Background: an optimization exercise with open tools, aiming at small area, a short achievable clock period and few clock cycles per item. Do not read the settings as production practice.
Function was checked by simulation only, so behaviour that the tests miss may differ from the original.
Power figures rest on the tool's default switching activity, not on a simulated workload.

## dhcp_top
module dhcp_top (
    input  logic         clk,
    input  logic         reset,
    input  logic         udp_in_start,
    input  logic [7:0]   udp_in_data,
    input  logic         udp_in_valid,
    input  logic         udp_in_last,
    input  logic         udp_out_ready,
    input  logic [1:0]   udp_out_result,
    output logic         udp_out_start,
    output logic [7:0]   udp_out_data,
    output logic         udp_out_valid,
    output logic         udp_out_last,
    output logic [8:0]   udp_out_length,
    output logic [31:0]  udp_out_dst_ip,
    output logic [15:0]  udp_out_dst_port,
    input  logic         host_write_strobe,
    input  logic [7:0]   host_port_id,
    input  logic [7:0]   host_data,
    output logic [7:0]   host_rd_data,
    input  logic [47:0]  mac_address,
    input  logic         do_dhcp,
    output logic [31:0]  ip_address,
    output logic         ip_address_valid
);
    dhcp_pkg::udp_rx_t                 udp_in;
    dhcp_pkg::udp_tx_t                 udp_out;
    dhcp_pkg::host_bus_t               host;
    dhcp_pkg::tx_result_e              udp_result;
    logic                              accept_cmd;
    logic                              transmit_cmd;
    dhcp_pkg::buf_addr_t               tx_len_p1;
    logic [dhcp_pkg::BUF_BANK_W-1:0]   bank;
    dhcp_pkg::rx_status_t              rx_status;
    dhcp_pkg::buf_addr_t               rx_addr;
    logic                              rx_write;
    logic                              rx_active;
    logic                              armed;
    dhcp_pkg::buf_addr_t               tx_addr;
    logic                              transmitting;
    dhcp_pkg::byte_t                   buf_rd_data;    
    dhcp_pkg::buf_addr_t               host_addr;
    logic                              host_write;
    logic                              wr_en;
    dhcp_pkg::buf_addr_t               wr_addr;
    dhcp_pkg::byte_t                   wr_data;
    logic [7:0][7:0]                   buf_grp_data;
    logic                              tx_rd_load;
    logic                              buf_rd_load;
    assign udp_in.start      = udp_in_start;
    assign udp_in.data       = udp_in_data;
    assign udp_in.valid      = udp_in_valid;
    assign udp_in.last       = udp_in_last;
    assign host.write_strobe = host_write_strobe;
  ...
For scale: ~8100 cells after synthesis, ~4300 flip-flops, ~190 I/O pins, roughly 160000 sq um of cells after synthesis.
export LEC_CHECK = 0
export ABC_CLOCK_PERIOD_IN_PS = 3000
export CAP_MARGIN = 20
export CORE_MARGIN = 2
export CORE_UTILIZATION = 50
export CTS_CLUSTER_DIAMETER = 90
export CTS_CLUSTER_SIZE = 25
export PLACE_DENSITY = 0.6
export SLEW_MARGIN = 20
export SYNTH_HIERARCHICAL = 1
export SYNTH_MEMORY_MAX_BITS = 8192
export TNS_END_PERCENT = 5
create_clock -name core_clock -period 7.0 [get_ports {clk}]
standard.sh (not shown) runs the stock make flow with config.mk's settings and CLKGATE_MAP_FILE= SYNTH_SCRIPT=/design/flow/synth_recipe.tcl, a recipe that flattens the netlist after the stock synthesis.
==> flow/flow/run.sh <==
#!/bin/bash
# Standard ORFS layout, step by step. Timing repair before placement runs
# without a setup margin (nets are not yet buffered, so every memory write
# path would look late); from clock tree synthesis on, repair aims for the
# margin below, i.e. a shorter clock period than the design's.
set -euo pipefail
cd "$(dirname "$0")/.."
MARGIN=${MARGIN:-3.5}
bash standard.sh synth                                   > synth.log 2>&1
bash standard.sh floorplan                               > floorplan.log 2>&1
bash standard.sh place                                   > place.log 2>&1
bash standard.sh SETUP_SLACK_MARGIN=$MARGIN cts          > cts.log 2>&1
bash standard.sh SETUP_SLACK_MARGIN=$MARGIN grt          > grt.log 2>&1
bash standard.sh route                                   > route.log 2>&1
bash standard.sh finish                                  > finish.log 2>&1
Testbench counts at the start, summed over its fixed seeds: cycles 79,664, tx bytes 35,447.
==> next run, changes <==
--- a/flow/design.v
+++ b/flow/design.v
@@ -199,31 +199,51 @@
     for (genvar k = 0; k < 16; k++) begin : g_lo
         assign lo_n[k] = !(sel_tx ? (tx_addr[3:0] == 4'(k)) : (host_addr[3:0] == 4'(k)));
     end
     for (genvar k = 0; k < 8; k++) begin : g_grp
         assign grp[k] = sel_tx ? (tx_addr[6:4] == 3'(k)) : (host_addr[6:4] == 3'(k));
     end
     for (genvar i = 0; i < 64; i++) begin : g
         assign row[i] = !(bk_n[i / 16] || lo_n[i % 16]);
     end
 endmodule
-module buf_rd_reduce #(
-    parameter int N = 22
-) (
-    input  logic [N-1:0][7:0]   part_n,
-    output dhcp_pkg::byte_t     rd_data
+module buf_rd_or_a (
+    input  logic [21:0][7:0]    part_n,
+    output logic [5:0][7:0]     or_a
 );
-    always_comb begin
-        rd_data = '0;
-        for (int i = 0; i < N; i++)
-            rd_data = rd_data | ~part_n[i];
+    for (genvar j = 0; j < 5; j++) begin : g4
+        assign or_a[j] = ~(part_n[4*j] & part_n[4*j+1] & part_n[4*j+2] & part_n[4*j+3]);
     end
+    assign or_a[5] = ~(part_n[20] & part_n[21]);
+endmodule
+module buf_rd_or_b (
+    input  logic [5:0][7:0]     or_a,
+    output logic [1:0][7:0]     or_b_n
+);
+    assign or_b_n[0] = ~(or_a[0] | or_a[1] | or_a[2]);
+    assign or_b_n[1] = ~(or_a[3] | or_a[4] | or_a[5]);
+endmodule
+module buf_rd_reduce (
+    input  logic [21:0][7:0]    part_n,
+    output dhcp_pkg::byte_t     rd_data
+);
+    logic [5:0][7:0] or_a;
+    logic [1:0][7:0] or_b_n;
+    buf_rd_or_a la (
+        .part_n (part_n),
+        .or_a   (or_a)
+    );
+    buf_rd_or_b lb (
+        .or_a   (or_a),
+        .or_b_n (or_b_n)
+    );
+    assign rd_data = ~(or_b_n[0] & or_b_n[1]);
 endmodule
 module packet_buffer (
     input  logic                  clk,
     input  logic                  wr_en,
     input  dhcp_pkg::buf_addr_t   wr_addr,
     input  dhcp_pkg::byte_t       wr_data,
     input  logic                  rd_load,
     input  logic                  rd_sel_tx,    
     input  dhcp_pkg::buf_addr_t   tx_addr,
     input  dhcp_pkg::buf_addr_t   host_addr,
@@ -266,21 +286,21 @@
                 .d1  (q[((3*k+1) / 16) * 128 + g * 16 + (3*k+1) % 16]),
                 .d2  (q[((3*k+2) / 16) * 128 + g * 16 + (3*k+2) % 16]),
                 .y_n (part_n[g][k])
             );
         end
         buf_rd_nand1 a1 (
             .sel (row_rd[63]),
             .d0  (q[3 * 128 + g * 16 + 15]),
             .y_n (part_n[g][21])
         );
-        buf_rd_reduce #(.N(22)) reduce (
+        buf_rd_reduce reduce (
             .part_n  (part_n[g]),
             .rd_data (grp_rd[g])
         );
     end
     always_ff @(posedge clk) begin
         if (rd_load) begin
             grp_data <= grp_rd;
             grp_q    <= grp;
         end
     end
@@ -399,26 +419,26 @@
 `timescale 1ns/10ps
 module udp_tx_stream (
     input  logic                  clk,
     input  logic                  reset,
     input  logic                  transmit_cmd,
     input  dhcp_pkg::buf_addr_t   tx_len_p1,      
     input  dhcp_pkg::tx_result_e  tx_result,
     input  logic                  ready,
     input  dhcp_pkg::byte_t       buf_rd_data,    
     output logic                  rd_load,        
+    output logic                  reading,        
     output dhcp_pkg::udp_tx_t     tx_out,
     output dhcp_pkg::buf_addr_t   tx_addr,
     output logic                  transmitting
 );
     logic            start_req;    
-    logic            reading;      
     logic            valid;
     logic            last;
     logic            stall;        
     dhcp_pkg::buf_addr_t addr_inc;
     logic            fetch_last;
     assign stall      = valid && !ready;
     assign rd_load    = !stall;
     assign addr_inc   = tx_addr + 9'd1;
     assign fetch_last = (addr_inc == tx_len_p1);
     always_ff @(posedge clk) begin
@@ -505,20 +525,21 @@
     logic                              transmitting;
     dhcp_pkg::byte_t                   buf_rd_data;    
     dhcp_pkg::buf_addr_t               host_addr;
     logic                              host_write;
     logic                              wr_en;
     dhcp_pkg::buf_addr_t               wr_addr;
     dhcp_pkg::byte_t                   wr_data;
     logic [7:0][7:0]                   buf_grp_data;
     logic                              tx_rd_load;
     logic                              buf_rd_load;
+    logic                              tx_reading;
     assign udp_in.start      = udp_in_start;
     assign udp_in.data       = udp_in_data;
     assign udp_in.valid      = udp_in_valid;
     assign udp_in.last       = udp_in_last;
     assign host.write_strobe = host_write_strobe;
     assign host.port_id      = host_port_id;
     assign host.data         = host_data;
     assign udp_result        = dhcp_pkg::tx_result_e'(udp_out_result);
     assign udp_out_start     = udp_out.start;
     assign udp_out_data      = udp_out.data;
@@ -544,21 +565,21 @@
     assign wr_en      = rx_write || host_write;
     assign wr_addr    = rx_active ? rx_addr : host_addr;
     assign wr_data    = rx_active ? udp_in.data : host.data;
     assign buf_rd_load = !transmitting || tx_rd_load;
     packet_buffer packet_buffer_inst (
         .clk          (clk),
         .wr_en        (wr_en),
         .wr_addr      (wr_addr),
         .wr_data      (wr_data),
         .rd_load      (buf_rd_load),
-        .rd_sel_tx    (transmitting),
+        .rd_sel_tx    (tx_reading),
         .tx_addr      (tx_addr),
         .host_addr    (host_addr),
         .grp_data     (buf_grp_data),
         .rd_data      (buf_rd_data)
     );
     host_regs host_regs_inst (
         .clk              (clk),
         .reset            (reset),
         .host             (host),
         .mac_address      (mac_address),
@@ -577,15 +598,16 @@
     );
     udp_tx_stream tx_stream_inst (
         .clk          (clk),
         .reset        (reset),
         .transmit_cmd (transmit_cmd),
         .tx_len_p1    (tx_len_p1),
         .tx_result    (udp_result),
         .ready        (udp_out_ready),
         .buf_rd_data  (buf_rd_data),
         .rd_load      (tx_rd_load),
+        .reading      (tx_reading),
         .tx_out       (udp_out),
         .tx_addr      (tx_addr),
         .transmitting (transmitting)
     );
 endmodule
Effect:
- power decreases by about 0.6%
- synthesized cell count rose by 1.7%
- register-to-register slack is better by 200 ps
- first-iteration DRC count fell by about 10%
- clock skew went up by 15 ps
- worst hold slack improves by 6.0 ps
- via count came out lower by 1.6%
Testbench counts after the change, summed over its fixed seeds: cycles 79,664, tx bytes 35,447.

## static timing again, ports no longer ideal
No port has a modelled driver above. Below, the same layouts with a new extraction and two added sets of constraints. Step 1: set_driving_cell puts a clkbuf_16 on clk and a buf_2 on each other input, an assumption about the parent block. Step 2 moves the port delays by t, midway between the first and last clock arrival at a register: inputs arrive t later, outputs are due t later. That takes back most of the time a late clock gives input paths. Three values: no drivers, after step 1, after step 2; two values: the first two.
run | shift t [ns] | slack for setup (ns) | worst setup path after step 2
the first run | 1.039 | 2.857 / 2.857 / 1.943 | input to register
the second run | 1.006 | 2.961 / 2.878 / 2.021 | input to register
After both steps every run listed still meets setup and hold. The setup slack of the second run, which loses most, moves by -0.083 ns with the drivers and by -0.940 ns with both steps.
